This is an optimization exercise on Yosys and OpenROAD, whose aim is small area and a short achievable clock period, not a production implementation. The RTL was checked by simulation tests, not by an equivalence proof against the original design. No driver is modelled on the clock port, so clocking that relies on it looks cheaper here than on a real chip. Power is estimated from default activity; no workload was simulated.

// bus_slave
module bus_slave (
    input  logic CLK,
    input  logic RSTN,
    input  logic B_UTIL,
    input  logic B_RW,
    input  logic B_BUS_IN,
    output logic S_ACK,
    output logic S_BUS_OUT,
    output logic S_BSY
);
Size: ~2800 cells after synthesis, roughly 2100 flip-flops, about 0.048 mm2 of cells after synthesis.
export LEC_CHECK = 0
export CAP_MARGIN = 20
export CORE_MARGIN = 2
export CORE_UTILIZATION = 75
export CTS_BUF_LIST = sky130_fd_sc_hd__clkbuf_8
export CTS_CLUSTER_DIAMETER = 60
export CTS_CLUSTER_SIZE = 16
export SETUP_SLACK_MARGIN = 1.5
export SLEW_MARGIN = 20
create_clock -name core_clock -period 4.0 [get_ports {CLK}]
run.sh (not shown) runs the stock make flow with config.mk's settings and CLKGATE_MAP_FILE= SYNTH_SCRIPT=/design/flow/synth_recipe.tcl, a recipe that flattens the netlist after the stock synthesis.
The baseline finished clean.
Rerun with:
SETUP_SLACK_MARGIN = 2.0   (was 1.5)
What happened: Setup slack improved by 0.14 ns. Power stays flat. Synthesized cell count is unchanged. Maximum frequency climbs by a few percent.

---

== run 1 ==
The RTL this note starts from:
==> flow/design.v <==
module bus_slave (
    input  logic CLK,
    input  logic RSTN,
    input  logic B_UTIL,
    input  logic B_RW,
    input  logic B_BUS_IN,
    output logic S_ACK,
    output logic S_BUS_OUT,
    output logic S_BSY
);
    logic       s_addr, s_aack, s_wdata, s_wack, s_rdata;
    logic [3:0] cnt;
    logic [7:0] addr;        
    logic       ok;          
    logic       rw;
    logic [7:0] wd;          
    logic [7:0] rd;          
    wire idle = !(s_addr || s_aack || s_wdata || s_wack || s_rdata);
    wire last = (s_addr && (cnt == 4'd15)) ||
                ((s_aack || s_wack) && (cnt[1:0] == 2'd3)) ||
                ((s_wdata || s_rdata) && (cnt[2:0] == 3'd7));
    wire ok_d   = s_addr ? ((ok || (cnt == 4'd8)) && (B_BUS_IN == (cnt == 4'd12))) : ok;
    wire addr_d = s_addr && B_UTIL && !last;
    wire aack_d = (s_addr && B_UTIL && last) || (s_aack && !last);
    wire wdata_d = (s_aack && last && ok && rw) || (s_wdata && B_UTIL && !last);
    wire wack_d = (s_wdata && B_UTIL && last) || (s_wack && !last);
    wire rdata_d = (s_aack && last && ok && !rw) || (s_rdata && !(B_UTIL && last));
    wire inc    = (idle && B_UTIL) ||
                  (!last && (s_aack || s_wack || ((s_addr || s_wdata || s_rdata) && B_UTIL)));
    wire mem_we = s_wack && (cnt[1:0] == 2'd0);
    always_ff @(posedge CLK or negedge RSTN) begin
        if (!RSTN) begin
            s_addr    <= 1'b0;
            s_aack    <= 1'b0;
            s_wdata   <= 1'b0;
            s_wack    <= 1'b0;
            s_rdata   <= 1'b0;
            cnt       <= '0;
            S_BSY     <= 1'b0;
            S_ACK     <= 1'b0;
            S_BUS_OUT <= 1'b0;
        end else begin
            s_addr    <= (idle && B_UTIL) || addr_d;
            s_aack    <= aack_d;
            s_wdata   <= wdata_d;
            s_wack    <= wack_d;
            s_rdata   <= rdata_d;
            cnt       <= inc ? cnt + 4'd1 : 4'd0;
            S_BSY     <= (idle && B_UTIL) || addr_d || aack_d || wdata_d || wack_d || rdata_d;
            S_ACK     <= wack_d || (aack_d && ok_d);
            S_BUS_OUT <= s_rdata && B_UTIL && rd[cnt[2:0]];
        end
    end
    logic [2047:0] ring;     
    logic [7:0]    ph;       
    logic [7:0]    rp;       
    logic [7:0]    wq;       
    logic          wpend;    
    logic [3:0]    rlo;      
    logic [7:0]    rhi;      
    logic          rcap;     
    logic          rhit;     
    logic [3:0]    whi;      
    logic [3:0]    wlo;
    logic [7:0]    tq;
    logic          rcap_q, rhit_q;
    wire rwin_n = (s_addr && (cnt >= 4'd9)) || (s_aack && !cnt[1]);
    wire       wins    = |whi;
    wire       wpend_n = mem_we || (wpend && !wins);
    wire [7:0] wsel    = mem_we ? rp : wq;       
    logic [7:0] tap;
    always_comb begin
        tap = '0;
        for (int m = 0; m < 32; m++)
            tap = tap | ({8{rhi[m / 4] & rlo[m % 4]}} & ring[64*m +: 8]);
    end
    always_ff @(posedge CLK) begin
        if (idle || (s_addr && !cnt[3])) addr <= {B_BUS_IN, addr[7:1]};
        ok <= ok_d;
        if (s_addr) rw <= B_RW;
        if (s_wdata) wd <= {B_BUS_IN, wd[7:1]};
        ph    <= ph + 8'd1;
        rp    <= addr + ph + 8'd2;
        wq    <= wsel + 8'd1;
        wpend <= wpend_n;
        rcap  <= rwin_n && (rp[2:0] == 3'd0);
        for (int i = 0; i < 4; i++) rlo[i] <= (rp[4:3] == 2'(i));
        for (int i = 0; i < 8; i++) rhi[i] <= (rp[7:5] == 3'(i));
        rhit  <= wpend && !wins && (rp == wq);
        for (int i = 0; i < 4; i++) whi[i] <= wpend_n && (wsel[3:0] == 4'd0) && (wsel[7:6] == 2'(i));
        for (int i = 0; i < 4; i++) wlo[i] <= (wsel[5:4] == 2'(i));
        tq     <= tap;
        rcap_q <= rcap;
        rhit_q <= rhit;
        if (rcap_q) rd <= rhit_q ? wd : tq;
    end
    always_ff @(posedge CLK) begin
        for (int s = 0; s < 256; s++) begin
            if ((s % 16 == 1) && whi[s / 64] && wlo[(s / 16) % 4])
                ring[8*s +: 8] <= wd;
            else
                ring[8*s +: 8] <= ring[8*((s + 255) % 256) +: 8];
        end
    end
endmodule
export LEC_CHECK = 0
export CAP_MARGIN = 20
export CORE_MARGIN = 2
export CORE_UTILIZATION = 75
export SETUP_SLACK_MARGIN = 2.0
export SLEW_MARGIN = 20
create_clock -name core_clock -period 4.0 [get_ports {CLK}]
standard.sh (not shown) runs the stock make flow with config.mk's settings and CLKGATE_MAP_FILE= SYNTH_SCRIPT=/design/flow/synth_recipe.tcl, a recipe that flattens the netlist after the stock synthesis.
==> flow/flow/run.sh <==
#!/bin/bash
# The standard layout with a shallower clock tree: clock tree synthesis builds
# clkbuf_8 leaf buffers as usual, then flow/post_cts.tcl replaces its root and
# first tree level with four clkbuf_16 buffers fed by the clock port.
set -euo pipefail
here=$(pwd)
export CTS_ARGS="-sink_clustering_enable -repair_clock_nets -sink_clustering_size 18 -sink_clustering_max_diameter 50 -buf_list {sky130_fd_sc_hd__clkbuf_8 sky130_fd_sc_hd__clkbuf_16} -root_buf sky130_fd_sc_hd__clkbuf_16 -tree_buf sky130_fd_sc_hd__clkbuf_16 -sink_clustering_buffer sky130_fd_sc_hd__clkbuf_8"
export POST_CTS_TCL="$here/flow/post_cts.tcl"
bash standard.sh > "$here/standard_flow.log" 2>&1
Other scripts of this flow, unchanged in this note and not shown: flow/flow/post_cts.tcl
Run 1 finished every stage and its layout cleared the timing, design-rule and antenna checks.
Input-level comparison between run 2 and run 1:
==> flow/flow/run.sh <==
#!/bin/bash
# The standard layout with a shallower clock tree: clock tree synthesis builds
# clkbuf_8 leaf buffers as usual, then flow/post_cts.tcl replaces its root and
# first tree level with four clkbuf_16 buffers fed by the clock port.
set -euo pipefail
here=$(pwd)
export CTS_ARGS="-sink_clustering_enable -repair_clock_nets -sink_clustering_size 16 -sink_clustering_max_diameter 60 -buf_list {sky130_fd_sc_hd__clkbuf_8 sky130_fd_sc_hd__clkbuf_16} -root_buf sky130_fd_sc_hd__clkbuf_16 -tree_buf sky130_fd_sc_hd__clkbuf_16 -sink_clustering_buffer sky130_fd_sc_hd__clkbuf_8"
export POST_CTS_TCL="$here/flow/post_cts.tcl"
bash standard.sh > "$here/standard_flow.log" 2>&1
==> run notes <==
The critical path required time of run 1 and that of run 2 are within noise of each other.
As far as number of instances in the synthesized netlist goes, run 2 and run 1 are indistinguishable; the numbers are identical.
Run 2 leaves more setup margin than run 1.
Between run 2 and run 1, it is run 2 whose total power consumption of the routed design is lower, by about 1.1%.
| met2 global-route usage | run 2 vs run 1 | 0.43 points lower |
Measured against each other, run 2 and run 1 differ in global routing usage summed across all routing layers, the higher figure coming from run 1.
The via count was comparable across run 2 and run 1.
Changes observed in run 2 relative to run 1: utilization after layout now sits lower, sequential fraction of total cell area now sits higher, design area now sits lower, detailed-route wire length now sits lower.
### run 2 -> run 3
Settings: changing SETUP_SLACK_MARGIN from 2.0 to 2.3.
### Flow results
- From run 2 to run 3 the numbers moved as follows: combinational share of power now larger, power density normalized to cell area rose 1.4%, via count climbed 323.
- The post-route clock period utilization on run 2 is in line with that on run 3.
- Diff run 2..run 3 | final hold violation count | unchanged
- Run 2 -> run 3: worst setup slack flat
- Total power consumption of the routed design went up by a few percent going from run 2 to run 3.
- On routed wire length, the lower figure sits with run 2, not run 3.
- [compare] base=run 2 new=run 3: share of post-route cells with drive strength above 1 has increased, core utilization of the finished layout +1.3 points, first-iteration DRC count now sits higher.
### run 3 -> run 4
Settings: SETUP_SLACK_MARGIN now 2.15, was 2.3.
Notes after the runs:
The lower required time of the critical path of run 4 and run 3 is in run 4.
Higher number of violations reported at the end of detailed-routing iteration 0 was reported by run 3, not run 4.
The final cell count of run 4 falls short of that of run 3 by 37.
Per the comparison of run 4 with run 3, cell total after placement about even, number of pins with negative max-slew slack in the final report about even, worst vdd rail ir drop fell 12%.
The worst hold slack of run 4 was superior to that of run 3.
Comparing clock network fraction of total power for run 4 and run 3, the bigger number came from run 3.
Against run 3, register-to-register slack in run 4 came out worse.
Looking only at final non-filler cell area, and setting everything else aside, the higher value of run 4 and run 3 goes to run 3.

---

exp/indigo:
Starts from the design.v that is shown in full above.
Settings: LEC_CHECK=0, CAP_MARGIN=20, CORE_MARGIN=2, CORE_UTILIZATION=75, SETUP_SLACK_MARGIN=2.0, SLEW_MARGIN=20; clock period 4.0 ns.
==> flow/flow/run.sh <==
#!/bin/bash
# The standard layout, with two changes to clock tree synthesis: a clkbuf_16 root
# and tree above clkbuf_8 sink buffers, and larger flip-flops on the output ports.
set -euo pipefail
here=$(pwd)
export CTS_ARGS="-sink_clustering_enable -repair_clock_nets -sink_clustering_size 16 -sink_clustering_max_diameter 60 -buf_list {sky130_fd_sc_hd__clkbuf_8 sky130_fd_sc_hd__clkbuf_16} -root_buf sky130_fd_sc_hd__clkbuf_16 -tree_buf sky130_fd_sc_hd__clkbuf_16 -sink_clustering_buffer sky130_fd_sc_hd__clkbuf_8"
export PRE_CTS_TCL="$here/flow/pre_cts.tcl"
bash standard.sh > "$here/standard_flow.log" 2>&1
==> flow/flow/pre_cts.tcl <==
# Upsize the flip-flops that drive the output ports: their clock-to-output delay
# is on the output paths. The registers keep their cell type, only the drive changes.
foreach name {S_ACK$_DFF_PN0_ S_BUS_OUT$_DFF_PN0_ S_BSY$_DFF_PN0_} {
  set inst [get_cells -quiet $name]
  if { [llength $inst] == 1 } {
    puts "pre_cts: resizing $name to sky130_fd_sc_hd__dfrtp_4"
    replace_cell $inst sky130_fd_sc_hd__dfrtp_4
  }
}
For exp/harbor, these inputs were changed with respect to exp/indigo:
- a change of CORE_UTILIZATION from 75 to 85
diff --git a/flow/flow/run.sh b/flow/flow/run.sh
--- a/flow/flow/run.sh
+++ b/flow/flow/run.sh
@@ -2,2 +2,2 @@
-# The standard layout, with two changes to clock tree synthesis: a clkbuf_16 root
-# and tree above clkbuf_8 sink buffers, and larger flip-flops on the output ports.
+# The standard layout, with one change to clock tree synthesis: a clkbuf_16 root
+# and tree above clkbuf_8 sink buffers, for a shorter clock insertion delay.
@@ -7 +6,0 @@
-export PRE_CTS_TCL="$here/flow/pre_cts.tcl"
removed: flow/flow/pre_cts.tcl
--- outcome ---
- In exp/harbor relative to exp/indigo, routability-driven placement congestion ratio had gone up by a few percent.
- exp/harbor vs exp/indigo — number of cells after detailed placement dropped by a few percent
- In the metrics for exp/harbor and exp/indigo, the one carrying the higher cell row count is exp/indigo.
- For exp/harbor, the flow was terminated by a tool error in clock tree synthesis (4_1_cts) and produced no final design.
- The lower height of the die of exp/harbor and exp/indigo is in exp/harbor.
- Initial standard-cell utilization of the core was higher in the run labelled exp/harbor.
- Taking exp/indigo as the reference, in exp/harbor post-CTS setup buffer count moved up; post-placement cell area level; synthesized flop and latch total level; die boundary width moved down.
- As far as mux contribution to synthesized area goes, exp/indigo and exp/harbor are indistinguishable; the numbers are identical.
diff inputs: exp/harbor => exp/zinc
- CORE_UTILIZATION changed from 85 to 75
### Flow results
exp/zinc: no failed stages, no open violations at the end
Detailed placement HPWL, exp/zinc and exp/harbor, higher one = exp/harbor.
Going from exp/harbor to exp/zinc, post-synth net total level; final weighted congestion in routability-driven placement moved down.
## Diff of input files: exp/lagoon against exp/zinc
- CTS_CLUSTER_DIAMETER: unset -> 35
- CTS_CLUSTER_SIZE: unset -> 20
- CTS_BUF_LIST: unset -> sky130_fd_sc_hd__clkbuf_8
==> flow/run.sh (new file) <==
#!/bin/bash
# synth_recipe.tcl (not shown) runs the flow's synth.tcl, then flattens the netlist and writes it again
# the make line also repeats each setting of config.mk as NAME=value (left out here)
make -C /OpenROAD-flow-scripts/flow DESIGN_CONFIG=/design/flow/config.mk WORK_HOME=/design/flow/orfs CLKGATE_MAP_FILE= SYNTH_SCRIPT=/design/flow/synth_recipe.tcl finish
removed: flow/flow/run.sh
removed: flow/standard.sh
[summary]
- In terms of clock-pin slew on the worst setup and hold paths, exp/zinc and exp/lagoon differ only marginally.
- Signal arrival time at the worst endpoint (lower): exp/zinc
- Of the two values seen for timing endpoint of the critical path, S_ACK was produced by exp/zinc and S_BSY by exp/lagoon.
- Fraction of power consumed by sequential logic: exp/lagoon lower than exp/zinc
- exp/lagoon against exp/zinc: count of non-CTS buffers in the layout climbed 1; initial antenna violation count dropped 2; total power of the final layout climbed 10%; net count reported at finish climbed 0.69%; combinational group power barely changed.
- In exp/lagoon the worst-skew pair later-pin latency turned out 0.14 ns higher than in exp/zinc.
For exp/xenon, these inputs were changed with respect to exp/lagoon:
- removing CTS_CLUSTER_SIZE (formerly 20)
- removing CTS_CLUSTER_DIAMETER (formerly 35)
- removing CTS_BUF_LIST (formerly sky130_fd_sc_hd__clkbuf_8)
==> flow/flow/run.sh (new file) <==
#!/bin/bash
# The standard layout, with one change to clock tree synthesis: a clkbuf_16 root
# and tree with clkbuf_16 sink buffers, for a shorter clock insertion delay.
set -euo pipefail
here=$(pwd)
export CTS_ARGS="-sink_clustering_enable -repair_clock_nets -sink_clustering_size 28 -sink_clustering_max_diameter 40 -buf_list {sky130_fd_sc_hd__clkbuf_8 sky130_fd_sc_hd__clkbuf_16} -root_buf sky130_fd_sc_hd__clkbuf_16 -tree_buf sky130_fd_sc_hd__clkbuf_16 -sink_clustering_buffer sky130_fd_sc_hd__clkbuf_16"
bash standard.sh > "$here/standard_flow.log" 2>&1
==> flow/standard.sh (new file) <==
#!/bin/bash
# synth_recipe.tcl (not shown) runs the flow's synth.tcl, then flattens the netlist and writes it again
# the make line also repeats each setting of config.mk as NAME=value (left out here)
make -C /OpenROAD-flow-scripts/flow DESIGN_CONFIG=/design/flow/config.mk WORK_HOME=/design/flow/orfs CLKGATE_MAP_FILE= SYNTH_SCRIPT=/design/flow/synth_recipe.tcl "${@:-finish}"
removed: flow/run.sh
--- outcome ---
Compare exp/xenon and exp/lagoon | data arrival at the endpoint of the critical path higher: exp/lagoon
STATUS highest achievable clock rate: exp/xenon wins against exp/lagoon
exp/xenon vs exp/lagoon: total power up by a little under 10%
| via count of the first global-routing pass | lower: exp/lagoon |
Sort exp/xenon and exp/lagoon by routed wire length asc -> top: exp/lagoon
Summary of exp/xenon over exp/lagoon: final cycle utilization of the critical path fell by 2.6 points, utilization increased 1.9 points, fraction of layout instances using a drive strength above 1 went down 1.0 points.

---

== run A ==
bus_slave, a different RTL version from the one above (not shown whole).
Size: about 2800 cells after synthesis, ~8 I/O pins, roughly 48000 um2 of cells after synthesis.
## bus_slave
module bus_slave (
    input  logic CLK,
    input  logic RSTN,
    input  logic B_UTIL,
    input  logic B_RW,
    input  logic B_BUS_IN,
    output logic S_ACK,
    output logic S_BUS_OUT,
    output logic S_BSY
);
==> flow/config.mk <==
export PLATFORM = sky130hd
export DESIGN_NAME = bus_slave
export DESIGN_NICKNAME = bus_slave
export VERILOG_FILES = /design/flow/design.v
export SDC_FILE = /design/flow/constraint.sdc
export NUM_CORES = 4
export LEC_CHECK = 0
export CAP_MARGIN = 20
export CORE_MARGIN = 2
export CORE_UTILIZATION = 70
export SETUP_SLACK_MARGIN = 2.4
export SLEW_MARGIN = 20
export TNS_END_PERCENT = 20
==> flow/constraint.sdc <==
create_clock -name core_clock -period 4.0 [get_ports {CLK}]
set_input_delay 0.8000 -clock core_clock [delete_from_list [all_inputs] [get_ports {CLK}]]
set_output_delay 0.8000 -clock core_clock [all_outputs]
set_load 0.01 [all_outputs]
==> flow/flow/run.sh <==
#!/bin/bash
# The standard layout with a faster clock tree: clock tree synthesis builds
# clkbuf_8 leaf buffers as usual, then flow/post_cts.tcl turns its root and its
# first tree level into inverters (four root inverters fed by the clock port).
set -euo pipefail
here=$(pwd)
export CTS_ARGS="-sink_clustering_enable -repair_clock_nets -sink_clustering_size 16 -sink_clustering_max_diameter 60 -buf_list {sky130_fd_sc_hd__clkbuf_8 sky130_fd_sc_hd__clkbuf_16} -root_buf sky130_fd_sc_hd__clkbuf_16 -tree_buf sky130_fd_sc_hd__clkbuf_16 -sink_clustering_buffer sky130_fd_sc_hd__clkbuf_8"
export POST_CTS_TCL="$here/flow/post_cts.tcl"
bash standard.sh > "$here/standard_flow.log" 2>&1
Other scripts of this flow, unchanged in this note and not shown: flow/flow/post_cts.tcl
Run A finished every step from synthesis to the final layout, and the layout passed the timing, design-rule and antenna checks.
Edits applied to the flow inputs when going from run A to run B:
-- flow/config.mk --
<<< run A, line 8
export CAP_MARGIN = 20
export CORE_MARGIN = 2
export CORE_UTILIZATION = 70
export SETUP_SLACK_MARGIN = 2.4
export SLEW_MARGIN = 20
export TNS_END_PERCENT = 20
>>> run B, line 8
export CAP_MARGIN = 20
export CORE_MARGIN = 2
export CORE_UTILIZATION = 75
export SETUP_SLACK_MARGIN = 2.3
export SLEW_MARGIN = 20
When run B is set beside run A, its wire length turns out to be 2.7 mm larger. Compared to run A, run B has share of post-route cells with drive strength above 1 0.63 points lower. Comparing run A and run B, the lower switching power of the nets was measured on run A. The lower footprint of the multi-input gates came out of run B.
--- input diff run B..run C ---
-- flow/config.mk --
<<< run B, line 8
export CAP_MARGIN = 20
export CORE_MARGIN = 2
export CORE_UTILIZATION = 75
export SETUP_SLACK_MARGIN = 2.3
export SLEW_MARGIN = 20
>>> run C, line 8
export CAP_MARGIN = 20
export CORE_MARGIN = 2
export CORE_UTILIZATION = 65
export SETUP_SLACK_MARGIN = 2.4
export SLEW_MARGIN = 20
[summary]
Run C ends up with a minimum period implied by the final worst setup slack that is 40 ps higher than in run B.
Of run C and run B, run B shows the lower filler cell count, with run C above it.
Between run B and run C, the cell count went up.
Of run C and run B, the higher clock network fraction of design power belongs to run B.
Cmp run C and run B / worst setup slack after placement / lower: run C
The inputs of run D differ from those of run C as listed below.
==> flow/flow/run.sh <==
#!/bin/bash
# The standard layout with a faster clock tree: clock tree synthesis builds
# clkbuf_8 leaf buffers as usual, then flow/post_cts.tcl turns its root and its
# first tree level into inverters (four root inverters fed by the clock port).
set -euo pipefail
here=$(pwd)
export CTS_ARGS="-sink_clustering_enable -repair_clock_nets -sink_clustering_size 20 -sink_clustering_max_diameter 50 -buf_list {sky130_fd_sc_hd__clkbuf_8 sky130_fd_sc_hd__clkbuf_16} -root_buf sky130_fd_sc_hd__clkbuf_16 -tree_buf sky130_fd_sc_hd__clkbuf_16 -sink_clustering_buffer sky130_fd_sc_hd__clkbuf_8"
export POST_CTS_TCL="$here/flow/post_cts.tcl"
bash standard.sh > "$here/standard_flow.log" 2>&1
-- flow/config.mk --
<<< run C, line 8
export CAP_MARGIN = 20
export CORE_MARGIN = 2
export CORE_UTILIZATION = 65
export SETUP_SLACK_MARGIN = 2.4
export SLEW_MARGIN = 20
>>> run D, line 8
export CAP_MARGIN = 20
export CORE_MARGIN = 2
export CORE_UTILIZATION = 75
export SETUP_SLACK_MARGIN = 2.4
export SLEW_MARGIN = 20
The lower first-iteration DRC count came out of run C. Run C → run D: vertical extent of the die now smaller, combinational power dropped 20%. For run D, the critical path launch point was cnt[0], unlike run C, where it was B_UTIL.

what the ideal ports hide:
In the flow no input, the clock included, has a driving cell. The finished layouts below were timed again as built, in two steps.
Step 1: set_driving_cell puts a clkbuf_16 on CLK and a buf_2 on each other input, an assumption about the parent block.
Step 2, shift: input delay + t, output delay - t, t = (earliest + latest rising clock arrival at the registers) / 2. This alone moves slack from input paths to output paths.
a / b / c = no drivers / after step 1 / after step 2; a / b = the first two.
| run | t (ns) | slack for setup (ns) | clock arrival spread, ns | pins driven straight from the clock port |
|---|---|---|---|---|
| the first run of note 1 | 0.857 | 1.693 / 1.634 / 1.712 | 0.030 / 0.030 | 1 |
| the second run of note 1 | 0.853 | 1.834 / 1.779 / 1.715 | 0.031 / 0.031 | 1 |
| run 1 | 0.671 | 2.054 / 1.977 / 1.807 | 0.048 / 0.048 | 4 |
| run 2 | 0.668 | 2.057 / 1.979 / 1.800 | 0.060 / 0.059 | 4 |
| run 3 | 0.693 | 2.057 / 1.938 / 1.815 | 0.074 / 0.073 | 4 |
| run 4 | 0.663 | 2.007 / 1.959 / 1.730 | 0.048 / 0.048 | 4 |
| exp/indigo | 0.754 | 1.888 / 1.822 / 1.792 | 0.025 / 0.025 | 1 |
| exp/zinc | 0.754 | 1.971 / 1.904 / 1.785 | 0.025 / 0.025 | 1 |
| exp/lagoon | 0.884 | 1.835 / 1.780 / 1.739 | 0.045 / 0.044 | 1 |
| exp/xenon | 0.784 | 1.938 / 1.875 / 1.731 | 0.041 / 0.041 | 1 |
| run A | 0.568 | 2.289 / 2.088 / 1.970 | 0.032 / 0.032 | 4 |
| run B | 0.566 | 2.257 / 2.096 / 2.013 | 0.035 / 0.034 | 4 |
| run C | 0.571 | 2.217 / 2.089 / 1.842 | 0.033 / 0.033 | 4 |
| run D | 0.561 | 2.260 / 2.072 / 2.260 | 0.027 / 0.028 | 4 |
After both steps every run listed still meets setup and hold. For run C, which loses most, drivers alone change the setup slack by -0.128 ns; drivers and shift together by -0.375 ns.
